Background: an optimization exercise with open tools, aiming at small area, a short achievable clock period and few clock cycles per item. Do not read the settings as production practice. RTL that was checked went through simulation tests only; none was proved equivalent to the original.

==> flow/design.v <==
`default_nettype none
package chrl_pkg;
  localparam int unsigned MAX_NODES_DEF = 16;
  localparam int unsigned HASH_BITS_DEF = 64;
  localparam int unsigned TAG_BITS_DEF  = 8;
  localparam int unsigned IN_HASH_W = 64;
  localparam int unsigned IN_TAG_W  = 8;
  localparam int unsigned IN_DATA_W = IN_HASH_W + IN_TAG_W;
  localparam int unsigned IN_USER_W = 1;
  localparam int unsigned OUT_STATUS_W = 2;
  localparam int unsigned OUT_OWNER_W  = 8;
  localparam int unsigned OUT_COUNT_W  = 5;
  localparam int unsigned OUT_USED_W   = OUT_STATUS_W + OUT_OWNER_W + OUT_COUNT_W;
  localparam int unsigned OUT_DATA_W   = ((OUT_USED_W + 7) / 8) * 8;
  localparam int unsigned OUT_OWNER_LO = OUT_STATUS_W;
  localparam int unsigned OUT_COUNT_LO = OUT_STATUS_W + OUT_OWNER_W;
  localparam logic OP_JOIN   = 1'b0;
  localparam logic OP_LOOKUP = 1'b1;
  localparam logic [OUT_STATUS_W-1:0] STAT_OK    = 2'd0;
  localparam logic [OUT_STATUS_W-1:0] STAT_EMPTY = 2'd1;
  localparam logic [OUT_STATUS_W-1:0] STAT_FULL  = 2'd2;
  typedef enum logic [1:0] {
    ST_IDLE,
    ST_LOOK,
    ST_JOIN,
    ST_FIN
  } chrl_state_e;
endpackage
`default_nettype wire
`default_nettype none
module chrl_ram #(
  parameter int unsigned WIDTH = 8,
  parameter int unsigned DEPTH = 16
) (
  input  logic                   clk_i,
  input  logic                   we_i,
  input  logic [WIDTH-1:0]       wdata_i,
  output logic [DEPTH*WIDTH-1:0] data_o     
);
  logic [DEPTH*WIDTH-1:0] mem_q;
  always_ff @(posedge clk_i) begin
    mem_q <= {mem_q[(DEPTH-1)*WIDTH-1:0],
              we_i ? wdata_i : mem_q[(DEPTH-1)*WIDTH +: WIDTH]};
  end
  assign data_o = mem_q;
endmodule
`default_nettype wire
`default_nettype none
import chrl_pkg::*;
module consistent_hash_ring_lookup #(
  parameter int unsigned MAX_NODES = chrl_pkg::MAX_NODES_DEF,
  parameter int unsigned HASH_BITS = chrl_pkg::HASH_BITS_DEF,
  parameter int unsigned TAG_BITS  = chrl_pkg::TAG_BITS_DEF
) (
  input  logic                             clk_i,
  input  logic                             rst_ni,
  input  logic                             s_axis_tvalid,
  output logic                             s_axis_tready,
  input  logic [chrl_pkg::IN_DATA_W-1:0]   s_axis_tdata,
  input  logic [chrl_pkg::IN_USER_W-1:0]   s_axis_tuser,
  output logic                             m_axis_tvalid,
  input  logic                             m_axis_tready,
  output logic [chrl_pkg::OUT_DATA_W-1:0]  m_axis_tdata
);
  localparam int unsigned N      = MAX_NODES;
  localparam int unsigned CNT_W  = $clog2(MAX_NODES + 1);
  localparam int unsigned WORD_W = HASH_BITS + TAG_BITS;
  localparam int unsigned RES_W  = OUT_USED_W;
  localparam int unsigned OBUF   = 3;   
  localparam logic [CNT_W-1:0] CNT_MAX = CNT_W'(MAX_NODES);
  localparam int unsigned HALF_W = HASH_BITS / 2;
  function automatic logic [1:0] half_cmp(input logic [HALF_W-1:0] a, input logic [HALF_W-1:0] b);
    logic [HALF_W/8-1:0] gt, eq;
    logic g, e;
    for (int k = 0; k < HALF_W/8; k++) begin
      gt[k] = a[8*k +: 8] > b[8*k +: 8];
      eq[k] = a[8*k +: 8] == b[8*k +: 8];
    end
    g = 1'b0; e = 1'b1;
    for (int k = HALF_W/8 - 1; k >= 0; k--) begin
      g = g | (e & gt[k]);
      e = e & eq[k];
    end
    half_cmp = {g, g | e};
  endfunction
  logic                 ready_q;
  logic                 in_accept;
  logic                 in_join;
  logic [HASH_BITS-1:0] in_hash;
  logic [TAG_BITS-1:0]  in_tag;
  assign s_axis_tready = ready_q;
  assign in_accept     = s_axis_tvalid && ready_q;
  assign in_join       = (s_axis_tuser[0] == OP_JOIN);
  assign in_hash       = s_axis_tdata[HASH_BITS-1:0];
  assign in_tag        = TAG_BITS'(s_axis_tdata[IN_HASH_W +: IN_TAG_W]);
  logic [N-1:0]         vld_q;       
  logic [CNT_W-1:0]     count_q;
  logic                 full;
  logic                 a_ins;       
  logic [N*WORD_W-1:0]  ram_data;
  logic [N-1:0]         gt_hi;
  logic [N-1:0]         ge_rest;
  assign full  = (count_q == CNT_MAX);
  assign a_ins = in_accept && in_join && !full;
  chrl_ram #(
    .WIDTH (WORD_W),
    .DEPTH (N)
  ) u_ram (
    .clk_i   (clk_i),
    .we_i    (a_ins),
    .wdata_i ({in_tag, in_hash}),
    .data_o  (ram_data)
  );
  always_comb begin
    for (int p = 0; p < N; p++) begin
      logic [1:0] hi, lo;
      hi = half_cmp(ram_data[p*WORD_W + HALF_W +: HALF_W], in_hash[HALF_W +: HALF_W]);
      lo = half_cmp(ram_data[p*WORD_W +: HALF_W], in_hash[0 +: HALF_W]);
      gt_hi[p]   = hi[1] & vld_q[p];
      ge_rest[p] = hi[0] & lo[0] & vld_q[p];
    end
  end
  logic                 b_valid_q;
  logic                 b_join_q;
  logic                 b_ins_q;       
  logic [N-1:0]         b_gt_hi_q;
  logic [N-1:0]         b_ge_rest_q;
  logic [N-1:0]         b_ge;
  logic [TAG_BITS-1:0]  b_tag_q;
  always_ff @(posedge clk_i) begin
    b_join_q <= in_join;
    b_ins_q  <= a_ins;
    b_gt_hi_q   <= gt_hi;
    b_ge_rest_q <= ge_rest;
    b_tag_q  <= in_tag;
  end
  logic [N-1:0]        prec_q [N];    
  logic [N-1:0]        prec_d [N];
  logic [TAG_BITS-1:0] head_tag_q;    
  logic [N-1:0]        bge;           
  logic [N-1:0]        gm;
  logic [N-1:0]        sel;
  logic [N-1:0]        vld_old;       
  logic                any_ge;
  logic                new_head;
  logic [TAG_BITS-1:0] owner;
  logic [OUT_STATUS_W-1:0] b_status;
  assign b_ge    = b_gt_hi_q | b_ge_rest_q;
  assign bge     = {b_ge[N-2:0], b_ge[N-1]};
  assign gm      = bge;
  assign any_ge  = |gm;
  assign vld_old = {vld_q[N-1:1], 1'b0};      
  always_comb begin
    for (int p = 0; p < N; p++) begin
      sel[p] = gm[p];
      for (int q = 0; q < N; q++) begin
        if (q < p) begin
          if (gm[q] && prec_q[q][p]) sel[p] = 1'b0;
        end else if (q > p) begin
          if (gm[q] && !prec_q[p][q]) sel[p] = 1'b0;
        end
      end
    end
  end
  always_comb begin
    owner = '0;
    for (int p = 0; p < N; p++) begin
      owner |= sel[p] ? ram_data[p*WORD_W + HASH_BITS +: TAG_BITS] : '0;
    end
    if (!any_ge) owner = head_tag_q;
  end
  assign new_head = &(bge | ~vld_old);
  always_comb begin
    for (int p = 0; p < N; p++) prec_d[p] = '0;
    for (int p = 0; p < N - 1; p++) begin
      for (int q = p + 1; q < N - 1; q++) begin
        prec_d[p+1][q+1] = prec_q[p][q];
      end
      prec_d[0][p+1] = !prec_q[p][N-1];
    end
    if (b_valid_q && b_ins_q) begin
      for (int q = 1; q < N - 1; q++) begin
        prec_d[1][q+1] = bge[q];
      end
      prec_d[0][1] = !bge[N-1];
    end
  end
  always_ff @(posedge clk_i) begin
    for (int p = 0; p < N; p++) begin
      for (int q = p + 1; q < N; q++) begin
        prec_q[p][q] <= prec_d[p][q];
      end
    end
    if (b_valid_q && b_ins_q && new_head) begin
      head_tag_q <= b_tag_q;
    end
  end
  always_comb begin
    if (b_join_q) b_status = b_ins_q ? STAT_OK : STAT_FULL;
    else          b_status = (count_q != '0) ? STAT_OK : STAT_EMPTY;
  end
  logic [RES_W-1:0] b_result;
  assign b_result = {OUT_COUNT_W'(count_q),
                     ((!b_join_q && (count_q != '0)) ? owner : TAG_BITS'(0)),
                     b_status};
  logic [RES_W-1:0] ob_data_q [OBUF];
  logic [OBUF-1:0]  ob_vld_q;         
  logic             ob_pop;
  logic [OBUF-1:0]  ob_vld_pop;       
  assign ob_pop     = ob_vld_q[0] && m_axis_tready;
  assign ob_vld_pop = ob_pop ? (ob_vld_q >> 1) : ob_vld_q;
  always_ff @(posedge clk_i) begin
    for (int i = 0; i < OBUF; i++) begin
      if (b_valid_q && !ob_vld_pop[i] && ((i == 0) ? 1'b1 : ob_vld_pop[i-1])) begin
        ob_data_q[i] <= b_result;
      end else if (ob_pop && (i < OBUF - 1)) begin
        ob_data_q[i] <= ob_data_q[(i < OBUF - 1) ? i + 1 : i];
      end
    end
  end
  logic [2:0] inflight_d;
  logic       room_d;
  logic [N-1:0] vld_d;
  logic [CNT_W-1:0] count_d;
  logic       go_d;
  always_comb begin
    inflight_d = 3'(in_accept) + 3'(b_valid_q) + 3'(ob_vld_pop[0]) + 3'(ob_vld_pop[1]) + 3'(ob_vld_pop[2]);
    room_d     = (inflight_d < 3'(OBUF));
    vld_d      = {vld_q[N-2:0], a_ins ? 1'b1 : vld_q[N-1]};
    count_d    = a_ins ? count_q + CNT_W'(1) : count_q;
    go_d       = (count_d == CNT_MAX) || !vld_d[N-1] ||
                 (s_axis_tvalid && !in_accept && (s_axis_tuser[0] == OP_LOOKUP));
  end
  always_ff @(posedge clk_i or negedge rst_ni) begin
    if (!rst_ni) begin
      b_valid_q <= 1'b0;
      ob_vld_q  <= '0;
      ready_q   <= 1'b0;
      vld_q     <= '0;
      count_q   <= '0;
    end else begin
      b_valid_q <= in_accept;
      ob_vld_q  <= b_valid_q ? {ob_vld_pop[OBUF-2:0], 1'b1} : ob_vld_pop;
      ready_q   <= room_d && go_d;
      vld_q     <= vld_d;
      count_q   <= count_d;
    end
  end
  assign m_axis_tvalid = ob_vld_q[0];
  assign m_axis_tdata  = OUT_DATA_W'(ob_data_q[0]);
endmodule
`default_nettype wire
export LEC_CHECK = 0
export CAP_MARGIN = 20
export CORE_MARGIN = 2
export CORE_UTILIZATION = 50
export SETUP_SLACK_MARGIN = 2.9
export SLEW_MARGIN = 20
create_clock -name core_clock -period 6.0 [get_ports {clk_i}]
run.sh (not shown) runs the stock make flow with config.mk's settings and CLKGATE_MAP_FILE= SYNTH_SCRIPT=/design/flow/synth_recipe.tcl, a recipe that flattens the netlist after the stock synthesis.
The starting point finished with timing, DRC and antenna clean.
==> next run, changes <==
--- a/flow/design.v
+++ b/flow/design.v
@@ -67,24 +67,22 @@
   localparam int unsigned WORD_W = HASH_BITS + TAG_BITS;
   localparam int unsigned RES_W  = OUT_USED_W;
   localparam int unsigned OBUF   = 3;   
   localparam logic [CNT_W-1:0] CNT_MAX = CNT_W'(MAX_NODES);
   localparam int unsigned HALF_W = HASH_BITS / 2;
   function automatic logic [1:0] half_cmp(input logic [HALF_W-1:0] a, input logic [HALF_W-1:0] b);
-    logic [HALF_W/8-1:0] gt, eq;
-    logic g, e;
-    for (int k = 0; k < HALF_W/8; k++) begin
-      gt[k] = a[8*k +: 8] > b[8*k +: 8];
-      eq[k] = a[8*k +: 8] == b[8*k +: 8];
-    end
-    g = 1'b0; e = 1'b1;
-    for (int k = HALF_W/8 - 1; k >= 0; k--) begin
-      g = g | (e & gt[k]);
-      e = e & eq[k];
-    end
-    half_cmp = {g, g | e};
+    logic [HALF_W-1:0] g, p;
+    g = a & ~b;
+    p = a | ~b;
+    for (int w = 1; w < HALF_W; w = w * 2) begin
+      for (int k = 0; k + w < HALF_W; k = k + 2 * w) begin
+        p[k] = g[k + w] | (p[k + w] & p[k]);
+        g[k] = g[k + w] | (p[k + w] & g[k]);
+      end
+    end
+    half_cmp = {g[0], p[0]};
   endfunction
   logic                 ready_q;
   logic                 in_accept;
   logic                 in_join;
   logic [HASH_BITS-1:0] in_hash;
   logic [TAG_BITS-1:0]  in_tag;
The new run completed without violations.
First-iteration DRC count is higher by roughly a tenth.
Wire length is lower slightly.
Global-route usage is higher by 0.83 points.
Non-clock buffer count is lower by 53.
Via count barely changes.
Testbench counts after the change, summed over its fixed seeds: cycles 32,567, items 32,000.
Only the layout flow was run in the first run of this note; the RTL was not checked for function there.

## what the ideal ports hide
Ports are ideal in the flow. The routed layouts listed here were re-timed in OpenROAD.
Step 1: set_driving_cell puts a clkbuf_16 on clk_i and a buf_2 on each other input, an assumption about the parent block.
Step 2 also shifts input and output timing later by t, the mid clock arrival at the registers, as if the neighbouring blocks saw the same clock.
a / b / c = no drivers / after step 1 / after step 2; a / b = the first two.
| run | t (ns) | setup WS [ns] | hold slack, ns | worst slew at a driven data input, ns | pins driven straight from the clock port |
|---|---|---|---|---|---|
| the first run | 0.816 | 2.881 / 2.934 / 2.118 | 0.344 / 0.344 / 0.344 | 0.12 | 1 |
| the second run | 0.824 | 2.901 / 2.926 / 2.102 | 0.333 / 0.333 / 0.333 | 0.12 | 1 |
After both steps setup and hold are still met in every run listed. The setup slack of the second run, which loses most, moves by +0.025 ns with the drivers and by -0.799 ns with both steps.
